From an optimization exercise on the open Yosys and OpenROAD flow, aimed at small area, a short achievable clock period and few clock cycles per item; shortcuts taken in it are not production practice. Only simulation tests tie the RTL to the original design; equivalence was not proved.

<file path="flow/design.v">
`timescale 1ns / 1ps
package cdsw7_pkg;
  localparam int CountW = 19;
  localparam int SwW    = 10;
  localparam logic [CountW-1:0] FULL_COUNT     = 19'd360000;
  localparam logic [12:0]       CENTIS_PER_MIN = 13'd6000;
  localparam logic [6:0]        CENTIS_PER_SEC = 7'd100;
  localparam logic OP_TICK = 1'b0;
  localparam logic OP_KEY  = 1'b1;
  localparam logic [3:0] KEY_RUN     = 4'b0001;
  localparam logic [3:0] KEY_SET_CS  = 4'b0010;
  localparam logic [3:0] KEY_SET_SEC = 4'b0100;
  localparam logic [3:0] KEY_SET_MIN = 4'b1000;
  localparam logic [7:0]  SEG_ZERO       = 8'b00111111;
  localparam logic [31:0] HEX_LOW_RESET  = {4{SEG_ZERO}};
  localparam logic [15:0] HEX_HIGH_RESET = {2{SEG_ZERO}};
  typedef struct packed {
    logic            operation;
    logic [3:0]      key_edges;
    logic [SwW-1:0]  switches;
  } cmd_t;
  typedef struct packed {
    logic [31:0] hex_low;
    logic [15:0] hex_high;
    logic        running;
  } res_t;
  typedef struct packed {
    logic              refresh;
    logic              running;
    logic [CountW-1:0] count;
  } conv_req_t;
endpackage
`timescale 1ns / 1ps
import cdsw7_pkg::*;
module cdsw7_ctrl
(
  input  logic      clk,
  input  logic      rst,
  input  logic      cmd_valid,
  output logic      cmd_stall,
  input  cdsw7_pkg::cmd_t      cmd,
  output logic      conv_valid,
  input  logic      conv_stall,
  output cdsw7_pkg::conv_req_t conv
);
  logic [CountW-1:0] count;
  logic [SwW-1:0]    set_cs;
  logic [SwW-1:0]    set_sec;
  logic [SwW-1:0]    set_min;
  logic              run;
  logic [CountW-1:0] count_next;
  logic [SwW-1:0]    set_cs_next;
  logic [SwW-1:0]    set_sec_next;
  logic [SwW-1:0]    set_min_next;
  logic              run_next;
  logic              refresh;
  logic [22:0]       sum;
  logic              load;
  logic              accept;
  assign load      = !conv_valid || !conv_stall;
  assign cmd_stall = !load;
  assign accept    = cmd_valid && load;
  always_comb begin
    count_next   = count;
    set_cs_next  = set_cs;
    set_sec_next = set_sec;
    set_min_next = set_min;
    run_next     = run;
    refresh      = 1'b0;
    if (cmd.operation == OP_TICK) begin
      if (run) begin
        count_next = (count <= 19'd1) ? FULL_COUNT : count - 19'd1;
        refresh    = 1'b1;
      end
    end else begin
      case (cmd.key_edges)
        KEY_RUN: begin
          run_next = !run;
          refresh  = 1'b1;
        end
        KEY_SET_CS:  set_cs_next  = cmd.switches;
        KEY_SET_SEC: set_sec_next = cmd.switches;
        KEY_SET_MIN: set_min_next = cmd.switches;
        default: ;
      endcase
    end
    sum = 23'(set_min_next) * 23'(CENTIS_PER_MIN)
        + 23'(set_sec_next) * 23'(CENTIS_PER_SEC)
        + 23'(set_cs_next);
    if (cmd.operation == OP_KEY &&
        (cmd.key_edges == KEY_SET_CS || cmd.key_edges == KEY_SET_SEC ||
         cmd.key_edges == KEY_SET_MIN)) begin
      count_next = (sum > 23'(FULL_COUNT)) ? FULL_COUNT : sum[CountW-1:0];
    end
  end
  always_ff @(posedge clk) begin
    if (rst) begin
      count      <= FULL_COUNT;
      set_cs     <= '0;
      set_sec    <= '0;
      set_min    <= '0;
      run        <= 1'b0;
      conv_valid <= 1'b0;
    end else if (load) begin
      conv_valid <= cmd_valid;
      if (accept) begin
        count        <= count_next;
        set_cs       <= set_cs_next;
        set_sec      <= set_sec_next;
        set_min      <= set_min_next;
        run          <= run_next;
        conv.refresh <= refresh;
        conv.running <= run_next;
        conv.count   <= count_next;
      end
    end
  end
endmodule
`timescale 1ns / 1ps
import cdsw7_pkg::*;
module cdsw7_conv
(
  input  logic      clk,
  input  logic      rst,
  input  logic      conv_valid,
  output logic      conv_stall,
  input  cdsw7_pkg::conv_req_t conv,
  output logic      res_valid,
  input  logic      res_stall,
  output cdsw7_pkg::res_t      res
);
  function automatic logic [7:0] seg_of(input logic [3:0] digit);
    logic [7:0] seg;
    case (digit)
      4'd0:    seg = 8'h3F;
      4'd1:    seg = 8'h06;
      4'd2:    seg = 8'h5B;
      4'd3:    seg = 8'h4F;
      4'd4:    seg = 8'h66;
      4'd5:    seg = 8'h6D;
      4'd6:    seg = 8'h7D;
      4'd7:    seg = 8'h07;
      4'd8:    seg = 8'h7F;
      4'd9:    seg = 8'h6F;
      default: seg = 8'h00;
    endcase
    seg_of = seg;
  endfunction
  function automatic logic [15:0] seg_pair(input logic [6:0] v);
    logic [14:0] prod;
    logic [3:0]  tens;
    logic [6:0]  ones;
    prod = 15'(v) * 15'd205;
    tens = prod[14:11];
    ones = v - 7'(tens) * 7'd10;
    seg_pair = {seg_of(tens), seg_of(ones[3:0])};
  endfunction
  logic              s2_valid, s2_refresh, s2_run;
  logic [CountW-1:0] s2_count;
  logic [11:0]       s2_q;
  logic              s3_valid, s3_refresh, s3_run;
  logic [6:0]        s3_cs;
  logic [11:0]       s3_sect;
  logic              s4_valid, s4_refresh, s4_run;
  logic [6:0]        s4_cs;
  logic [11:0]       s4_sect;
  logic [5:0]        s4_mest;
  logic              s5_valid, s5_refresh, s5_run;
  logic [6:0]        s5_cs;
  logic [5:0]        s5_sec;
  logic [5:0]        s5_min;
  logic out_ready, s5_ready, s4_ready, s3_ready, s2_ready;
  logic [34:0]       prod1;
  logic [CountW-1:0] rem1;
  logic [22:0]       prod2;
  logic [11:0]       rem2;
  logic [6:0]        cs_next;
  logic [11:0]       sect_next;
  logic [5:0]        sec_next;
  logic [5:0]        min_next;
  logic [31:0]       hex_low_next;
  logic [15:0]       hex_high_next;
  assign hex_low_next  = {seg_pair({1'b0, s5_sec}), seg_pair(s5_cs)};
  assign hex_high_next = seg_pair({1'b0, s5_min});
  assign out_ready  = !res_valid || !res_stall;
  assign s5_ready   = !s5_valid || out_ready;
  assign s4_ready   = !s4_valid || s5_ready;
  assign s3_ready   = !s4_valid || s4_ready ? (!s3_valid || s4_ready) : !s3_valid;
  assign s2_ready   = !s2_valid || s3_ready;
  assign conv_stall = !s2_ready;
  always_comb begin
    prod1 = 35'(conv.count) * 35'd41943;
    rem1  = s2_count - 19'(s2_q) * 19'(CENTIS_PER_SEC);
    if (rem1 >= 19'(CENTIS_PER_SEC)) begin
      cs_next   = 7'(rem1 - 19'(CENTIS_PER_SEC));
      sect_next = s2_q + 12'd1;
    end else begin
      cs_next   = rem1[6:0];
      sect_next = s2_q;
    end
    prod2 = 23'(s3_sect) * 23'd1092;
    rem2  = s4_sect - 12'(s4_mest) * 12'd60;
    if (rem2 >= 12'd60) begin
      sec_next = 6'(rem2 - 12'd60);
      min_next = s4_mest + 6'd1;
    end else begin
      sec_next = rem2[5:0];
      min_next = s4_mest;
    end
  end
  always_ff @(posedge clk) begin
    if (rst) begin
      s2_valid     <= 1'b0;
      s3_valid     <= 1'b0;
      s4_valid     <= 1'b0;
      s5_valid     <= 1'b0;
      res_valid    <= 1'b0;
      res.hex_low  <= HEX_LOW_RESET;
      res.hex_high <= HEX_HIGH_RESET;
      res.running  <= 1'b0;
    end else begin
      if (s2_ready) begin
        s2_valid   <= conv_valid;
        s2_refresh <= conv.refresh;
        s2_run     <= conv.running;
        s2_count   <= conv.count;
        s2_q       <= prod1[33:22];
      end
      if (s3_ready) begin
        s3_valid   <= s2_valid;
        s3_refresh <= s2_refresh;
        s3_run     <= s2_run;
        s3_cs      <= cs_next;
        s3_sect    <= sect_next;
      end
      if (s4_ready) begin
        s4_valid   <= s3_valid;
        s4_refresh <= s3_refresh;
        s4_run     <= s3_run;
        s4_cs      <= s3_cs;
        s4_sect    <= s3_sect;
        s4_mest    <= prod2[21:16];
      end
      if (s5_ready) begin
        s5_valid   <= s4_valid;
        s5_refresh <= s4_refresh;
        s5_run     <= s4_run;
        s5_cs      <= s4_cs;
        s5_sec     <= sec_next;
        s5_min     <= min_next;
      end
      if (out_ready) begin
        res_valid <= s5_valid;
        if (s5_valid) begin
          res.running <= s5_run;
          if (s5_refresh) begin
            res.hex_low  <= hex_low_next;
            res.hex_high <= hex_high_next;
          end
        end
      end
    end
  end
endmodule
`timescale 1ns / 1ps
import cdsw7_pkg::*;
module countdown_stopwatch_7seg
(
  input  logic clk,
  input  logic rst,
  input  logic cmd_valid,
  output logic cmd_stall,
  input  logic [14:0] cmd,
  output logic res_valid,
  input  logic res_stall,
  output logic [48:0] res
);
  cdsw7_pkg::cmd_t cmd_s;
  cdsw7_pkg::res_t res_s;
  assign cmd_s = cmd;
  assign res   = res_s;
  logic      conv_valid;
  logic      conv_stall;
  cdsw7_pkg::conv_req_t conv;
  cdsw7_ctrl u_ctrl (
    .clk        (clk),
    .rst        (rst),
    .cmd_valid  (cmd_valid),
    .cmd_stall  (cmd_stall),
    .cmd        (cmd_s),
    .conv_valid (conv_valid),
    .conv_stall (conv_stall),
    .conv       (conv)
  );
  cdsw7_conv u_conv (
    .clk        (clk),
    .rst        (rst),
    .conv_valid (conv_valid),
    .conv_stall (conv_stall),
    .conv       (conv),
    .res_valid  (res_valid),
    .res_stall  (res_stall),
    .res        (res_s)
  );
endmodule
</file>
<file path="flow/run.sh">
#!/bin/bash
# synth_recipe.tcl (not shown) runs the flow's synth.tcl, then flattens the netlist and writes it again
# the make line also repeats each setting of config.mk as NAME=value (left out here)
make -C /OpenROAD-flow-scripts/flow DESIGN_CONFIG=/design/flow/config.mk WORK_HOME=/design/flow/orfs CLKGATE_MAP_FILE= SYNTH_SCRIPT=/design/flow/synth_recipe.tcl finish
</file>
<file path="flow/config.mk">
export PLATFORM = sky130hd
export DESIGN_NAME = countdown_stopwatch_7seg
export DESIGN_NICKNAME = countdown_stopwatch_7seg
export VERILOG_FILES = /design/flow/design.v
export SDC_FILE = /design/flow/constraint.sdc
export NUM_CORES = 4
export LEC_CHECK = 0
export CAP_MARGIN = 20
export CORE_MARGIN = 2
export CORE_UTILIZATION = 40
export SLEW_MARGIN = 20
</file>
<file path="flow/constraint.sdc">
create_clock -name core_clock -period 10.0 [get_ports {clk}]
set_input_delay 2.0000 -clock core_clock [delete_from_list [all_inputs] [get_ports {clk}]]
set_output_delay 2.0000 -clock core_clock [all_outputs]
set_load 0.01 [all_outputs]
</file>
==> summary.txt <==
[cell type report]
| type | count | area (um^2) |
|---|---|---|
| clock buffer | 30 | 676 |
| clock inverter | 18 | 229 |
| fill | 5875 | 34200 |
| inverter | 406 | 1520 |
| multi-input combinational | 1822 | 17600 |
| sequential | 222 | 5680 |
| tap | 837 | 1050 |
| timing repair buffer | 78 | 758 |
[registers in the layout (all words and copies together), names as in the netlist, 6 cells and up]
register / count
u_conv.s3_sect: 12
u_ctrl.set_min: 10
u_conv.s4_sect: 12
u_conv.s4_cs: 7
u_conv.s2_count: 19
u_conv.s5_cs: 7
u_conv.s3_cs: 7
u_ctrl.conv: 21
u_conv.s2_q: 12
u_conv.res: 43
u_conv.s5_min: 6
u_ctrl.set_sec: 10
u_conv.s5_sec: 6
u_ctrl.set_cs: 10
u_conv.s4_mest: 6
u_ctrl.count: 19
[placed cells by master (no fill, tap or decap), drive strengths merged, types with 30 or more instances in the layout]
cell,n
fa,209
ha,503
o21ai,77
a21o,34
xor2,50
clkdlybuf4s50,62
nor3,30
nand2,135
a21oi,156
dfxtp,99
edfxtp,123
xnor2,102
inv,406
nor2,116
clkbuf,30
[layer usage]
| metal | track usage | vias up | routed length, um |
|---|---|---|---|
| met5 | 0 | - | 0 |
| met4 | 0.0445 | 0 | 1290 |
| met3 | 0.0164 | 68 | 1570 |
| met2 | 0.302 | 228 | 26000 |
| met1 | 0.229 | 8485 | 25000 |
| li1 | - | 8682 | - |
[worst paths after layout]
kind,from,to,slack (ns),cells past startpoint
max reg2reg,u_ctrl.set_min[6],u_ctrl.count[13],3.11,26
max,cmd[11],u_ctrl.count[13],0.84,30
min,u_conv.s4_cs[1],u_conv.s5_cs[1],0.40,0
min reg2reg,u_conv.s4_cs[1],u_conv.s5_cs[1],0.40,0
[synth_stat cells, types with 5 or more instances]
| library cell | number |
|---|---|
| a41o_1 | 5 |
| a21o_1 | 34 |
| o21bai_1 | 13 |
| nand4_1 | 11 |
| nand2b_1 | 21 |
| a21bo_1 | 7 |
| a211oi_1 | 26 |
| a22oi_1 | 7 |
| o21ai_0 | 72 |
| edfxtp_1 | 123 |
| o211ai_1 | 20 |
| mux2_2 | 27 |
| nor4_1 | 11 |
| ha_1 | 503 |
| nor3b_1 | 7 |
| inv_1 | 405 |
| buf_4 | 8 |
| nor3_1 | 30 |
| or4_1 | 8 |
| clkbuf_1 | 32 |
| nand2_1 | 135 |
| dfxtp_1 | 99 |
| or3_1 | 14 |
| a21boi_0 | 6 |
| and2_1 | 10 |
| nand3_1 | 27 |
| o311ai_0 | 5 |
| o22ai_1 | 8 |
| or2_2 | 9 |
| xnor2_1 | 101 |
| nor2b_1 | 12 |
| a21oi_1 | 155 |
| fa_1 | 209 |
| xor2_1 | 50 |
| nor2_1 | 114 |
| mux2i_1 | 16 |
| a31oi_1 | 11 |
| and3_1 | 18 |
| o21a_1 | 26 |
| o31ai_1 | 10 |
[through the flow]
step	instance area (um^2)
6_report	27500
4_1_cts	27500
3_3_place_gp	26500
3_5_place_dp	26500
2_1_floorplan	25000
5_1_grt	27500
[cells by family (layout without fill, tap and decap cells)]
logic type	count (synthesis)	in the layout	share of synthesized area
AOI/OAI and AO/OA	465	465	0.124
xor gates and xnor gates	153	153	0.0546
adders and majority gates	712	712	0.420
buffers and inverters	450	532	0.0693
DFF	222	222	0.228
muxes	44	44	0.0192
other	1	6	0.000150
and+or+nand+nor	442	442	0.0852
==> summary.txt <==
status=complete, no violations; Worst Tran Pin Value=1.08 ns; synth warn=2; # IOs=70; Min-Delay Path Class=reg2reg; post-CTS setup buffers=0; Fmax=109 MHz; CP required=10.46 ns; Critical Path End Type=flip-flop; antenna cell count=0; DP Worst Slack=0.255 ns; clock skew=0.0272 ns; CTS tree=yes; DRT Pass-1 Iters=5; setup_tns=0 ns; core region area=61700 um^2; DP Cell Count=3364; Total GRT Usage=0.173; antenna violations before repair=0; FP Rows=91; I/O Buffers=63; MaxCap Viol Count=0; clock transition at the registers of the reported paths=0.06 ns; initial core utilization=0.404; Die Span X=254 um; worst-case hold slack=0.398 ns; crit share post-route=0.916; Clock Path Buffers=3; relative slew slack=0.279; Remaining DRCs=0; via count=17500; Routed Antenna Nets=0; gpl congestion=0.884; Main synth FF type=edfxtp_1; Final Max Slew Viols=0; fin cells=3413; first-pass GRT wire length=90.7 mm; largest net degree at the start of global routing=61; H-tree depth=1; CP delay by family, top=adder cells; FF+latch count, synth=222; Critical Path Max Stage Delay=0.54 ns; FFs w/ async S/R, synth=0; DPL Wire Length=44.4 mm; Yosys top cell area share=0.252; vias in the first global route=18100; post-synth top area cell=ha_1; most used cell, CP=ha_1; critical path's slowest cell=fa_1; Layout area overhead=10.2%; Avg Inst Size Synth=10.0 um^2; Final WS setup=0.844 ns; Synth area leaders=ha_1 (25%), fa_1 (17%), edfxtp_1 (15%); routed wire length=53.8 mm; CTS Sinks=222; Netlist cell types=92; EDFF count, synth=123; total clock buffers created by CTS=26; Setup crit start kind=input pin; Crit Path Class=in2reg; nets=3287; total congestion overflow=0; Root Buffer Master=clkbuf_16; RSZ-0062 raised after global routing=false; sequential fraction of the synthesis area=0.228; CTS resizes=0; crit path max fanout=14; post-synthesis instance total=2489; endpoints failing setup=0; DR iter-0 viols=706; CP arrival=9.62 ns; Final Util=0.445; Wirelength per Cell=15.8 um; Die Y-Extent=254 um; share of layout cells above drive strength 1=0.0481; final period demand of the worst path=9.16 ns; final hold viol count=0; vias per std cell=5.12; Post-Syn Area=24900 um^2; Hold Buf Count CTS=0; Worst-Skew Late Latency=0.57 ns; die area=64400 um^2; Worst Path Buf+Inv=6
Testbench counts, summed over its fixed seeds: cycles 16,048, items 16,000.

[port drivers added, routing unchanged]
The flow's constraints put no driver on any port. The routed layout listed below was extracted and timed again, unchanged, in two steps.
Step 1 (the two cells are an assumption about what drives the block):
set clk [get_ports {clk}]
set_driving_cell -lib_cell sky130_fd_sc_hd__clkbuf_16 $clk
set_driving_cell -lib_cell sky130_fd_sc_hd__buf_2 [delete_from_list [all_inputs] $clk]
Step 2, shift: input delay + t, output delay - t, t = (earliest + latest rising clock arrival at the registers) / 2. This alone moves slack from input paths to output paths.
Three values: ideal, step 1, step 2; two values: the first two.
t, ns: 0.613
setup slack, ns: 0.844 / 0.881 / 0.268
clock arrival spread, ns: 0.028 / 0.027
slew at the worst register clock pin (ns): 0.06 / 0.06
worst slew at a driven data input, ns: 0.07
After both steps this run still meets setup and hold. The setup slack of this run moves by +0.037 ns with the drivers and by -0.576 ns with both steps.
